From an optimization exercise on the open Yosys and OpenROAD flow, aimed at small area; shortcuts taken in it are not production practice.
Function was checked by simulation only, so behaviour that the tests miss may differ from the original.
Power figures rest on the tool's default switching activity, not on a simulated workload.

### flow/run.sh
#!/bin/bash
# synth_recipe.tcl (not shown) runs the flow's synth.tcl, then flattens the netlist and writes it again
# the make line also repeats each setting of config.mk as NAME=value (left out here)
make -C /OpenROAD-flow-scripts/flow DESIGN_CONFIG=/design/flow/config.mk WORK_HOME=/design/flow/orfs CLKGATE_MAP_FILE= SYNTH_SCRIPT=/design/flow/synth_recipe.tcl finish
### flow/config.mk
export PLATFORM = sky130hd
export DESIGN_NAME = pkt_sniffer
export DESIGN_NICKNAME = pkt_sniffer
export VERILOG_FILES = /design/flow/design.v
export SDC_FILE = /design/flow/constraint.sdc
export NUM_CORES = 4
export LEC_CHECK = 0
export CAP_MARGIN = 20
export CORE_MARGIN = 2
export CORE_UTILIZATION = 40
export SLEW_MARGIN = 20
### flow/constraint.sdc
create_clock -name core_clock -period 6.0 [get_ports {clk}]
set_input_delay 1.2000 -clock core_clock [delete_from_list [all_inputs] [get_ports {clk}]]
set_output_delay 1.2000 -clock core_clock [all_outputs]
set_load 0.01 [all_outputs]
### flow/design.v
`timescale 1ns/10ps
package sniff_pkg;
   typedef enum logic [7:0] {
      icmp = 8'd1,
      tcp  = 8'd6,
      udp  = 8'd17,
      sctp = 8'd132
   } ip_proto_t;
   typedef enum logic [2:0] {
      skip_hdr,      
      word2_ver,     
      word3_proto,   
      word4_ip,      
      word5_port,    
      payload        
   } parse_state_t;
   typedef struct packed {
      logic [32-1:0]   src_ip;
      logic [32-1:0]   dst_ip;
      logic [16-1:0] src_port;
      logic [16-1:0] dst_port;
      logic [16-1:0] length;
      logic [16-1:0] seq_hi;
   } tcp_flow_t;
endpackage
`timescale 1ns/10ps
module pkt_fifo (
   input  logic                     clk,
   input  logic                     reset,
   input  logic [64-1:0] din_data,
   input  logic [8-1:0] din_ctrl,
   input  logic                     wr_en,
   input  logic                     rd_en,
   output logic [64-1:0] dout_data,
   output logic [8-1:0] dout_ctrl,
   output logic                     empty,
   output logic                     nearly_full
);
   logic [64-1:0]  data_mem [(1 << 3)];
   logic [8-1:0]  ctrl_mem [(1 << 3)];
   logic [3-1:0] wr_ptr;
   logic [3-1:0] rd_ptr;
   logic [3:0]   fill;
   logic                      full;
   logic                      do_wr;
   logic                      do_rd;
   assign full        = (fill == (3+1)'((1 << 3)));
   assign empty       = (fill == '0);
   assign nearly_full = (fill >= (3+1)'(6));
   assign do_wr = wr_en && !full;
   assign do_rd = rd_en && !empty;
   assign dout_data = data_mem[rd_ptr];
   assign dout_ctrl = ctrl_mem[rd_ptr];
   always_ff @(posedge clk) begin
      if (do_wr) begin
         data_mem[wr_ptr] <= din_data;
         ctrl_mem[wr_ptr] <= din_ctrl;
      end
   end
   always_ff @(posedge clk) begin
      if (reset) begin
         wr_ptr <= '0;
         rd_ptr <= '0;
         fill   <= '0;
      end else begin
         if (do_wr) begin
            wr_ptr <= wr_ptr + 1'b1;
         end
         if (do_rd) begin
            rd_ptr <= rd_ptr + 1'b1;
         end
         if (do_wr && !do_rd) begin
            fill <= fill + 1'b1;
         end else if (do_rd && !do_wr) begin
            fill <= fill - 1'b1;
         end
      end
   end
endmodule
`timescale 1ns/10ps
module hdr_parser (
   input  logic                     clk,
   input  logic                     reset,
   input  logic [64-1:0] head_data,
   input  logic [8-1:0] head_ctrl,
   input  logic                     fifo_empty,
   output logic                     fifo_rd,
   output logic [64-1:0] out_data,
   output logic [8-1:0] out_ctrl,
   output logic                     out_wr,
   input  logic                     out_rdy,
   output logic                     ev_pkt_start,
   output logic                     ev_proto_valid,
   output logic [7:0]               ev_proto,
   output logic                     ev_flow_done,
   output sniff_pkg::tcp_flow_t     flow,
   output logic                     flow_valid
);
   sniff_pkg::parse_state_t   state;
   sniff_pkg::parse_state_t   state_next;
   sniff_pkg::ip_proto_t      head_proto;
   logic                      accept;
   logic                      take_start;
   logic                      take_proto;
   logic                      take_word4;
   logic                      take_word5;
   logic [16-1:0]  len_q;
   logic [32-1:0]    src_ip_q;
   logic [16-1:0]  dst_hi_q;
   assign accept   = !fifo_empty && out_rdy;
   assign out_wr   = accept;
   assign fifo_rd  = accept;
   assign out_data = head_data;
   assign out_ctrl = head_ctrl;
   assign head_proto = sniff_pkg::ip_proto_t'(head_data[7:0]);
   assign take_start = accept && (state == sniff_pkg::skip_hdr) && (head_ctrl == '0);
   assign take_proto = accept && (state == sniff_pkg::word3_proto);
   assign take_word4 = accept && (state == sniff_pkg::word4_ip);
   assign take_word5 = accept && (state == sniff_pkg::word5_port);
   assign ev_pkt_start   = take_start;
   assign ev_proto_valid = take_proto;
   assign ev_proto       = head_proto;
   assign ev_flow_done   = take_word5;
   always_comb begin
      state_next = state;
      if (accept) begin
         case (state)
            sniff_pkg::skip_hdr: begin
               if (head_ctrl == '0) begin
                  state_next = sniff_pkg::word2_ver;
               end
            end
            sniff_pkg::word2_ver: begin
               if (head_data[15:12] == 4'd4) begin
                  state_next = sniff_pkg::word3_proto;
               end else begin
                  state_next = sniff_pkg::payload;
               end
            end
            sniff_pkg::word3_proto: begin
               if (head_proto == sniff_pkg::tcp) begin
                  state_next = sniff_pkg::word4_ip;
               end else begin
                  state_next = sniff_pkg::payload;
               end
            end
            sniff_pkg::word4_ip: begin
               state_next = sniff_pkg::word5_port;
            end
            sniff_pkg::word5_port: begin
               state_next = sniff_pkg::payload;
            end
            sniff_pkg::payload: begin
               if (head_ctrl != '0) begin
                  state_next = sniff_pkg::skip_hdr;
               end
            end
            default: begin
               state_next = sniff_pkg::skip_hdr;
            end
         endcase
      end
   end
   always_ff @(posedge clk) begin
      if (reset) begin
         state <= sniff_pkg::skip_hdr;
      end else begin
         state <= state_next;
      end
   end
   always_ff @(posedge clk) begin
      if (take_proto) begin
         len_q <= head_data[63:48];
      end
      if (take_word4) begin
         src_ip_q <= head_data[47:16];
         dst_hi_q <= head_data[15:0];
      end
   end
   always_ff @(posedge clk) begin
      if (reset) begin
         flow       <= '0;
         flow_valid <= 1'b0;
      end else begin
         flow_valid <= take_word5;
         if (take_word5) begin
            flow.src_ip   <= src_ip_q;
            flow.dst_ip   <= {dst_hi_q, head_data[63:48]};
            flow.src_port <= head_data[47:32];
            flow.dst_port <= head_data[31:16];
            flow.length   <= len_q;
            flow.seq_hi   <= head_data[15:0];
         end
      end
   end
endmodule
`timescale 1ns/10ps
module proto_stats (
   input  logic                    clk,
   input  logic                    reset,
   input  logic                    ev_pkt_start,
   input  logic                    ev_proto_valid,
   input  logic [7:0]              ev_proto,
   output logic [16-1:0] pkt_count,
   output logic [16-1:0] tcp_count,
   output logic [16-1:0] udp_count,
   output logic [16-1:0] icmp_count,
   output logic [16-1:0] sctp_count
);
   always_ff @(posedge clk) begin
      if (reset) begin
         pkt_count  <= '0;
         tcp_count  <= '0;
         udp_count  <= '0;
         icmp_count <= '0;
         sctp_count <= '0;
      end else begin
         if (ev_pkt_start) begin
            pkt_count <= pkt_count + 1'b1;
         end
         if (ev_proto_valid) begin
            case (ev_proto)
               sniff_pkg::tcp: begin
                  tcp_count <= tcp_count + 1'b1;
               end
               sniff_pkg::udp: begin
                  udp_count <= udp_count + 1'b1;
               end
               sniff_pkg::icmp: begin
                  icmp_count <= icmp_count + 1'b1;
               end
               sniff_pkg::sctp: begin
                  sctp_count <= sctp_count + 1'b1;
               end
               default: begin
               end
            endcase
         end
      end
   end
endmodule
`timescale 1ns/10ps
module pkt_sniffer (
   input  logic                     clk,
   input  logic                     reset,
   input  logic [64-1:0] in_data,
   input  logic [8-1:0] in_ctrl,
   input  logic                     in_wr,
   output logic                     in_rdy,
   output logic [64-1:0] out_data,
   output logic [8-1:0] out_ctrl,
   output logic                     out_wr,
   input  logic                     out_rdy,
   output logic [16-1:0]  pkt_count,
   output logic [16-1:0]  tcp_count,
   output logic [16-1:0]  udp_count,
   output logic [16-1:0]  icmp_count,
   output logic [16-1:0]  sctp_count,
   output logic [32-1:0]   flow_src_ip,
   output logic [32-1:0]   flow_dst_ip,
   output logic [16-1:0] flow_src_port,
   output logic [16-1:0] flow_dst_port,
   output logic [16-1:0] flow_length,
   output logic [16-1:0] flow_seq_hi,
   output logic                     flow_valid
);
   logic [64-1:0] head_data;
   logic [8-1:0] head_ctrl;
   logic                     fifo_empty;
   logic                     fifo_rd;
   logic                     fifo_nearly_full;
   sniff_pkg::tcp_flow_t     flow;
   logic                     ev_pkt_start;
   logic                     ev_proto_valid;
   logic [7:0]               ev_proto;
   logic                     ev_flow_done;
   assign in_rdy = !fifo_nearly_full;
   pkt_fifo fifo0 (
      .clk         (clk),
      .reset       (reset),
      .din_data    (in_data),
      .din_ctrl    (in_ctrl),
      .wr_en       (in_wr),
      .rd_en       (fifo_rd),
      .dout_data   (head_data),
      .dout_ctrl   (head_ctrl),
      .empty       (fifo_empty),
      .nearly_full (fifo_nearly_full)
   );
   hdr_parser parser0 (
      .clk        (clk),
      .reset      (reset),
      .head_data  (head_data),
      .head_ctrl  (head_ctrl),
      .fifo_empty (fifo_empty),
      .fifo_rd    (fifo_rd),
      .out_data   (out_data),
      .out_ctrl   (out_ctrl),
      .out_wr     (out_wr),
      .out_rdy    (out_rdy),
      .ev_pkt_start   (ev_pkt_start),
      .ev_proto_valid (ev_proto_valid),
      .ev_proto       (ev_proto),
      .ev_flow_done   (ev_flow_done),
      .flow       (flow),
      .flow_valid (flow_valid)
   );
   proto_stats stats0 (
      .clk        (clk),
      .reset      (reset),
      .ev_pkt_start   (ev_pkt_start),
      .ev_proto_valid (ev_proto_valid),
      .ev_proto       (ev_proto),
      .pkt_count  (pkt_count),
      .tcp_count  (tcp_count),
      .udp_count  (udp_count),
      .icmp_count (icmp_count),
      .sctp_count (sctp_count)
   );
   assign flow_src_ip   = flow.src_ip;
   assign flow_dst_ip   = flow.dst_ip;
   assign flow_src_port = flow.src_port;
   assign flow_dst_port = flow.dst_port;
   assign flow_length   = flow.length;
   assign flow_seq_hi   = flow.seq_hi;
endmodule
==> flow_summary.json <==
{
  "status": "no timing/DRC/antenna violations",
  "drc": 0,
  "grt_overflow": 0,
  "drtPass1Iterations": 5,
  "htree_levels": 3,
  "max_freq_mhz": 189,
  "fin_ws_ps": 700,
  "nets": 2589,
  "fin_skew_ps": 43.3,
  "setup_viol": 0,
  "area_growth_pct": 24.0,
  "seq_area_frac_synth_pct": 71.4,
  "grt_pass1_wl_um": 124000,
  "syn_area_sq_um": 33200,
  "startpoint_type": "register",
  "clock_path_buffers": 3,
  "fin_cells": 3651,
  "synth_top_family_by_area": "multiplexers",
  "cts-root-buf": "clkbuf_16",
  "yosys_warnings": 3,
  "preCtsSetupSlack_ps": 1310,
  "power_frac_clock_pct": 37.1,
  "hold_path_class": "reg -> reg",
  "p_sw_share_pct": 25.5,
  "die_h_um": 292,
  "required_ps": 4800,
  "postCtsSetupRepairBufs": 0,
  "combPwrFrac_pct": 18.7,
  "synth_simple_gate_area_share_pct": 9.50,
  "die_area_sq_um": 85400,
  "grt_pass1_vias": 20000,
  "crit_fanout": 42,
  "dp_cells": 3480,
  "critPathTopFamily": "buffers and inverters",
  "ys_types": 60,
  "crit_type": "reg -> out",
  "vias": 19700,
  "crit_path_end_kind": "output port",
  "postCtsHoldBufs": 0,
  "slew_violations": 0,
  "worst_pin_slew_ps": 1100,
  "path_cells": "buf_4 > mux4_2 > nor2_1 > a221oi_1 > clkdlybuf4s50_1",
  "cts_buffers": 90,
  "dr.first_iter.drc_count": 1290,
  "cp_num_buf_inv": 2,
  "cts.repair.resized": 0,
  "power_density_nw_per_um2": 379,
  "synth-xor-area-share_pct": 0.211,
  "drive_gt1_share_pct": 16.9,
  "p_leak_nw": 13.0,
  "rsz0062_at_grt": "false",
  "crit_path_max_incr_delay_ps": 840,
  "tritoncts": "built",
  "clkLatencyLatePin_ps": 650,
  "dpl.hpwl_um": 49000,
  "slew_headroom_pct": 26.2,
  "seqPwrFrac_pct": 44.3,
  "grtUsageTotal_pct": 19.1,
  "antenna_found_initial": 13,
  "synth-main-ff-cell": "edfxtp_1",
  "p_switching_mw": 3.99,
  "core_area_sq_um": 82200,
  "internal_power_mw": 11.6,
  "routed_wl_um": 82200,
  "max_cap_viol_count": 0,
  "hold_viol": 0,
  "ir_drop_v": 0.000235,
  "crit_arrival_ps": 4100,
  "syn_area_per_cell_sq_um": 15.5,
  "vias_per_cell": 5.39,
  "synth-compound-area-share_pct": 3.42,
  "clock-sinks": 865,
  "final_cell_mix": "edfxtp_1 (640), clkdlybuf4s50_1 (357), dfxtp_1 (222)",
  "period_needed_ps": 5300,
  "synth_enable_flop_cells": 640,
  "wl_per_cell_um": 22.5,
  "num_rows": 105,
  "syn_nets": 2233,
  "ios": 359,
  "port_buffers": 358,
  "ant_nets": 0,
  "layout_commonest_cell": "edfxtp_1",
  "routabilityCongestion": 0.806,
  "start_util_pct": 40.4,
  "path_clk_slew_ps": 60,
  "fp.dieW_um": 292,
  "synth_fa_ha_area_share_pct": 0.437,
  "muxShareOfSynthArea_pct": 13.2,
  "ys_seq_elements": 865,
  "slowest_stage": "a221oi_1",
  "grt_start_max_net_pins": 102,
  "synthArstFlopShare_pct": 0,
  "syn_inst": 2146,
  "period_share_pct": 88.3
}
## metrics by stage
stage / utilization, % / setup TNS [ps] / power (mW) / cell area (sq um) / hold WS (ps)
after floorplan: - / -190310 / 8.78 / 33300 / 454
after global placement: 46.3 / 0 / 9.97 / 38100 / 445
after detailed placement: 46.3 / 0 / 10.0 / 38100 / 448
after CTS: 50.1 / 0 / 15.8 / 41200 / 457
after global routing: 50.1 / 0 / 16.3 / 41200 / 477
final: 50.1 / 0 / 15.6 / 41200 / 453
## registers in the layout, indices dropped and copies added, names as in the netlist, 32 cells and up, named ones only
register / cells
fifo0.data_mem: 512
fifo0.ctrl_mem: 64
parser0.flow: 128
parser0.src_ip_q: 32
## per-layer routing
layer | global-route usage, % | share of wire [%] | vias to the layer above
met5 | 0 | 0.17 | -
met4 | 5.62 | 2.5 | 22
met3 | 5.50 | 7.1 | 141
met2 | 31.3 | 48 | 548
met1 | 24.6 | 42 | 10000
li1 | - | - | 8957
## final timing paths
kind	from	endpoint	slack, ps	cells past startpoint
setup / recovery	register	out_data[13]	700	5
hold / removal	parser0.flow[97]	parser0.flow[97]	450	2
setup reg to reg	register	stats0.tcp_count[9]	1550	8
hold reg to reg	parser0.flow[97]	parser0.flow[97]	450	2
## power groups by stage
stage	Clock [mW]	Combinational [mW]	Sequential, mW
finish	5.80	2.92	6.92
global route	6.17	3.13	6.95
CTS	5.93	2.97	6.93
detailed placement	0	2.96	7.06
global placement	0	2.93	7.04
floorplan	0	1.81	6.97
## cells in the mapped netlist (9+ instances only)
cell / n / area (sq um)
or2_2: 10 / 62.6
buf_1: 9 / 33.8
mux4_2: 124 / 2790
nor4_1: 27 / 169
or4_1: 29 / 218
nor3_1: 72 / 360
nand3_1: 45 / 225
o31ai_1: 14 / 105
nand2_1: 187 / 702
edfxtp_1: 640 / 19200
clkbuf_1: 87 / 327
nand4_1: 25 / 156
dfxtp_1: 225 / 4500
inv_1: 17 / 63.8
nor2b_1: 35 / 219
o311ai_0: 10 / 87.6
mux2i_1: 45 / 450
a21oi_1: 98 / 490
buf_2: 24 / 120
nor2_1: 197 / 739
ha_1: 10 / 125
o41ai_1: 13 / 114
mux2_2: 99 / 1110
o21ai_0: 12 / 60.1
## worst min-delay path, delay by kind of cell (launching register included)
kind	cells	cell delay (ps)
AO/OA/AOI/OAI	1	50
flip-flops	1	310
AND/OR/NAND/NOR	1	50
## cell families (layout without fill, tap and decap cells)
family,count (synthesis),count (layout)
AND/OR/NAND/NOR,666,666
AO/OA/AOI/OAI,181,181
flip-flops,865,865
other,0,2
multiplexers,270,270
XOR/XNOR,8,8
adder cells (fa/ha/maj),11,11
buffers and inverters,145,578
## layout make-up
| type | count | area [sq um] |
|---|---|---|
| inverter | 18 | 67.6 |
| clock inverter | 37 | 470 |
| timing repair buffer | 391 | 3940 |
| fill | 6831 | 41000 |
| clock buffer | 132 | 2690 |
| multi-input combinational | 1136 | 8990 |
| sequential | 865 | 23700 |
| antenna | 2 | 5.00 |
| tap | 1070 | 1340 |

## port drivers added, routing unchanged
Ports are ideal in the flow. The routed layout listed here was re-timed in OpenROAD. Step 1 assumes that a clkbuf_16 drives the clock port and a buf_2 every other input. Step 2, shift: input delay + t, output delay - t, t = (earliest + latest rising clock arrival at the registers) / 2. This alone moves slack from input paths to output paths. Three values: no drivers, after step 1, after step 2; two values: the first two.
t (ns): 0.694
slack for setup (ns): 0.700 / 0.636 / 1.230
hold slack, ns: 0.453 / 0.453 / 0.453
worst setup path at the end: input to register
After both steps setup and hold are still met in this run. For this run, drivers alone change the setup slack by -0.064 ns; drivers and shift together by +0.530 ns.
